What follows belongs to an exercise in optimizing a design on an open flow for small area, a short achievable clock period and few clock cycles per item; a production flow would make more cautious choices. Power figures rest on the tool's default switching activity, not on a simulated workload.

Setup of oak:
==> module ifu, before the edit <==
module ifu (
    input  logic         clk,
    input  logic         rst_n,
    input  logic         recovery_valid,
    input  logic [31:0]  recovery_pc,
    output logic         mem_req,
    output logic [31:0]  mem_addr,
    input  logic         mem_ack,
    input  logic [127:0] mem_data,
    input  logic         dispatch_ready,
    output logic         instr_valid,
    output logic [31:0]  instr_data,
    output logic [31:0]  instr_pc,
    output logic         instr_is_branch,
    output logic         instr_pred_taken,
    output logic [31:0]  instr_target
);
    logic        v;
    logic [31:0] d;
    logic [29:0] p;          
    logic [29:0] t;          
    logic        o_br, o_tk;
    logic        en;         
    logic        armed;      
    logic [27:0] ma;
    logic [29:0] p1, nx;
    assign p1 = p + 30'd1;
    assign nx = !v ? p : o_tk ? t : p1;
    logic        have;
    logic [31:0] w;
    logic        wj, wb, wtk;
    logic [29:0] woff, wtgt;
    logic [30:0] wsum;
    assign have = armed && mem_ack && (ma == nx[29:2]);
    assign w    = mem_data[nx[1:0]*32 +: 32];
    assign wj   = (w[31:26] == 6'b000010);
    assign wb   = (w[31:26] == 6'b000100);
    assign wtk  = wj || (wb && w[15]);
    assign woff = wj ? {{4{w[25]}}, w[25:0]} : {{14{w[15]}}, w[15:0]};
    assign wsum = {nx, 1'b1} + {woff, 1'b1};       
    assign wtgt = wsum[30:1];
    logic take;
    assign take = !v || dispatch_ready;
    always_ff @(posedge clk or negedge rst_n) begin
        if (!rst_n) begin
            v <= 1'b0;
            p <= 30'd0;
        end else if (recovery_valid) begin
            v <= 1'b0;
            p <= recovery_pc[31:2];
        end else if (take) begin
            v <= have;
            p <= nx;
        end
    end
    always_ff @(posedge clk) begin
        if (take) begin
            d    <= w;
            t    <= wtgt;
            o_br <= wj || wb;
            o_tk <= wtk;
        end
    end
    logic leave;
    assign leave = !recovery_valid && take && have && (nx[1:0] == 2'd3 || wtk);
    always_ff @(posedge clk or negedge rst_n) begin
        if (!rst_n) begin
            en    <= 1'b0;
            armed <= 1'b0;
            ma    <= 28'd0;
        end else begin
            en <= 1'b1;
            if (armed) begin
                if (mem_ack && (leave || ma != nx[29:2]))
                    armed <= 1'b0;
            end else if (mem_ack) begin
                ma <= nx[29:2];
            end else if (en) begin
                armed <= 1'b1;
            end
        end
    end
    assign mem_req  = en && (armed || !mem_ack);
    assign mem_addr = {ma, 4'b0000};
    assign instr_valid      = v;
    assign instr_data       = d;
    assign instr_pc         = {p, 2'b00};
    assign instr_is_branch  = o_br;
    assign instr_pred_taken = o_tk;
    assign instr_target     = o_br ? {t, 2'b00} : 32'd0;
endmodule
==> flow/config.mk <==
export PLATFORM = sky130hd
export DESIGN_NAME = ifu
export DESIGN_NICKNAME = ifu
export VERILOG_FILES = /design/flow/design.v
export SDC_FILE = /design/flow/constraint.sdc
export NUM_CORES = 4
export LEC_CHECK = 0
export CAP_MARGIN = 20
export CORE_MARGIN = 2
export CORE_UTILIZATION = 40
export SETUP_SLACK_MARGIN = 5
export SLEW_MARGIN = 20
export TNS_END_PERCENT = 100
==> flow/constraint.sdc <==
create_clock -name core_clock -period 8.0 [get_ports {clk}]
set_input_delay 1.6000 -clock core_clock [delete_from_list [all_inputs] [get_ports {clk}]]
set_output_delay 1.6000 -clock core_clock [all_outputs]
set_load 0.01 [all_outputs]
run.sh (not shown) runs the stock make flow with config.mk's settings and CLKGATE_MAP_FILE= SYNTH_SCRIPT=/design/flow/synth_recipe.tcl, a recipe that flattens the netlist after the stock synthesis.
Both conditions hold for oak: the flow ran to the end and the final layout passed the timing, DRC and antenna checks.
[inputs] pine vs oak
-- flow/design.v --
<<< oak, line 20
    logic [31:0] d;
    logic [29:0] p;          
    logic [29:0] t;          
    logic        o_br, o_tk;
    logic        en;         
    logic        armed;      
    logic [27:0] ma;
    logic [29:0] p1, nx;
    assign p1 = p + 30'd1;
    assign nx = !v ? p : o_tk ? t : p1;
    logic        have;
    logic [31:0] w;
    logic        wj, wb, wtk;
    logic [29:0] woff, wtgt;
    logic [30:0] wsum;
    assign have = armed && mem_ack && (ma == nx[29:2]);
    assign w    = mem_data[nx[1:0]*32 +: 32];
    assign wj   = (w[31:26] == 6'b000010);
    assign wb   = (w[31:26] == 6'b000100);
    assign wtk  = wj || (wb && w[15]);
    assign woff = wj ? {{4{w[25]}}, w[25:0]} : {{14{w[15]}}, w[15:0]};
    assign wsum = {nx, 1'b1} + {woff, 1'b1};       
    assign wtgt = wsum[30:1];
    logic take;
    assign take = !v || dispatch_ready;
>>> pine, line 20
    logic [31:0] d;
    logic [29:0] p;          
    logic        en;         
    logic        armed;      
    logic [27:0] ma;
    logic        is_j, is_b, br, tk;
    logic [29:0] off, tgt, p1, nx;
    assign is_j = (d[31:26] == 6'b000010);
    assign is_b = (d[31:26] == 6'b000100);
    assign br   = is_j || is_b;
    assign tk   = is_j || (is_b && d[15]);
    assign off  = is_j ? {{4{d[25]}}, d[25:0]} : {{14{d[15]}}, d[15:0]};
    assign tgt  = p + off + 30'd1;
    assign p1   = p + 30'd1;
    assign nx   = !v ? p : tk ? tgt : p1;
    logic        have;
    logic [31:0] w;
    logic        wtk;
    assign have = armed && mem_ack && (ma == nx[29:2]);
    assign w    = mem_data[nx[1:0]*32 +: 32];
    assign wtk  = (w[31:26] == 6'b000010) || ((w[31:26] == 6'b000100) && w[15]);
    logic take;
    assign take = !v || dispatch_ready;
<<< oak, line 56
    end
    always_ff @(posedge clk) begin
        if (take) begin
            d    <= w;
            t    <= wtgt;
            o_br <= wj || wb;
            o_tk <= wtk;
        end
    end
    logic leave;
>>> pine, line 54
    end
    always_ff @(posedge clk) begin
        if (take)
            d <= w;
    end
    logic leave;
<<< oak, line 87
    assign instr_data       = d;
    assign instr_pc         = {p, 2'b00};
    assign instr_is_branch  = o_br;
    assign instr_pred_taken = o_tk;
    assign instr_target     = o_br ? {t, 2'b00} : 32'd0;
endmodule
>>> pine, line 81
    assign instr_data       = d;
    assign instr_pc         = {p, 2'b00};
    assign instr_is_branch  = br;
    assign instr_pred_taken = tk;
    assign instr_target     = br ? {tgt, 2'b00} : 32'd0;
endmodule
Results
- Diff oak -> pine | cell count along the critical path | increase of 3
- Compared with oak, pine shows a length of routed met3 wiring that is about 11% higher.
- Relative to oak, end-of-flow core utilization has increased by 3.6 points in pine.
- Of oak and pine, the higher clock power share belongs to oak.
- What pine reported for via count of the first global-routing pass has to be multiplied by 0.870 to get the figure for oak.
- Pin count of the biggest net entering global routing, oak and pine: smaller value in pine
- Diff oak -> pine | number of non-clock inverters in the layout | down by more than half
No functional check of the RTL was part of any run of this note.

[separate check: timing with driven ports]
How much do the figures lean on ideal ports? The routed layouts below were timed once more, with nothing changed but the port constraints. Step 1: set_driving_cell puts a clkbuf_16 on clk and a buf_2 on each other input, an assumption about the parent block. Step 2, shift: input delay + t, output delay - t, t = (earliest + latest rising clock arrival at the registers) / 2. This alone moves slack from input paths to output paths. Three values: no drivers, after step 1, after step 2; two values: the first two.
run | t (ns) | slack for setup (ns) | worst hold slack (ns) | worst register clock-pin slew, ns
oak | 0.467 | 3.721 / 3.742 / 3.276 | 0.528 / 0.528 / 0.528 | 0.06 / 0.06
pine | 0.419 | 2.694 / 2.645 / 3.065 | 0.527 / 0.527 / 0.527 | 0.08 / 0.08
After both steps setup and hold are still met in every run listed. The setup slack of oak, which loses most, moves by +0.021 ns with the drivers and by -0.445 ns with both steps.
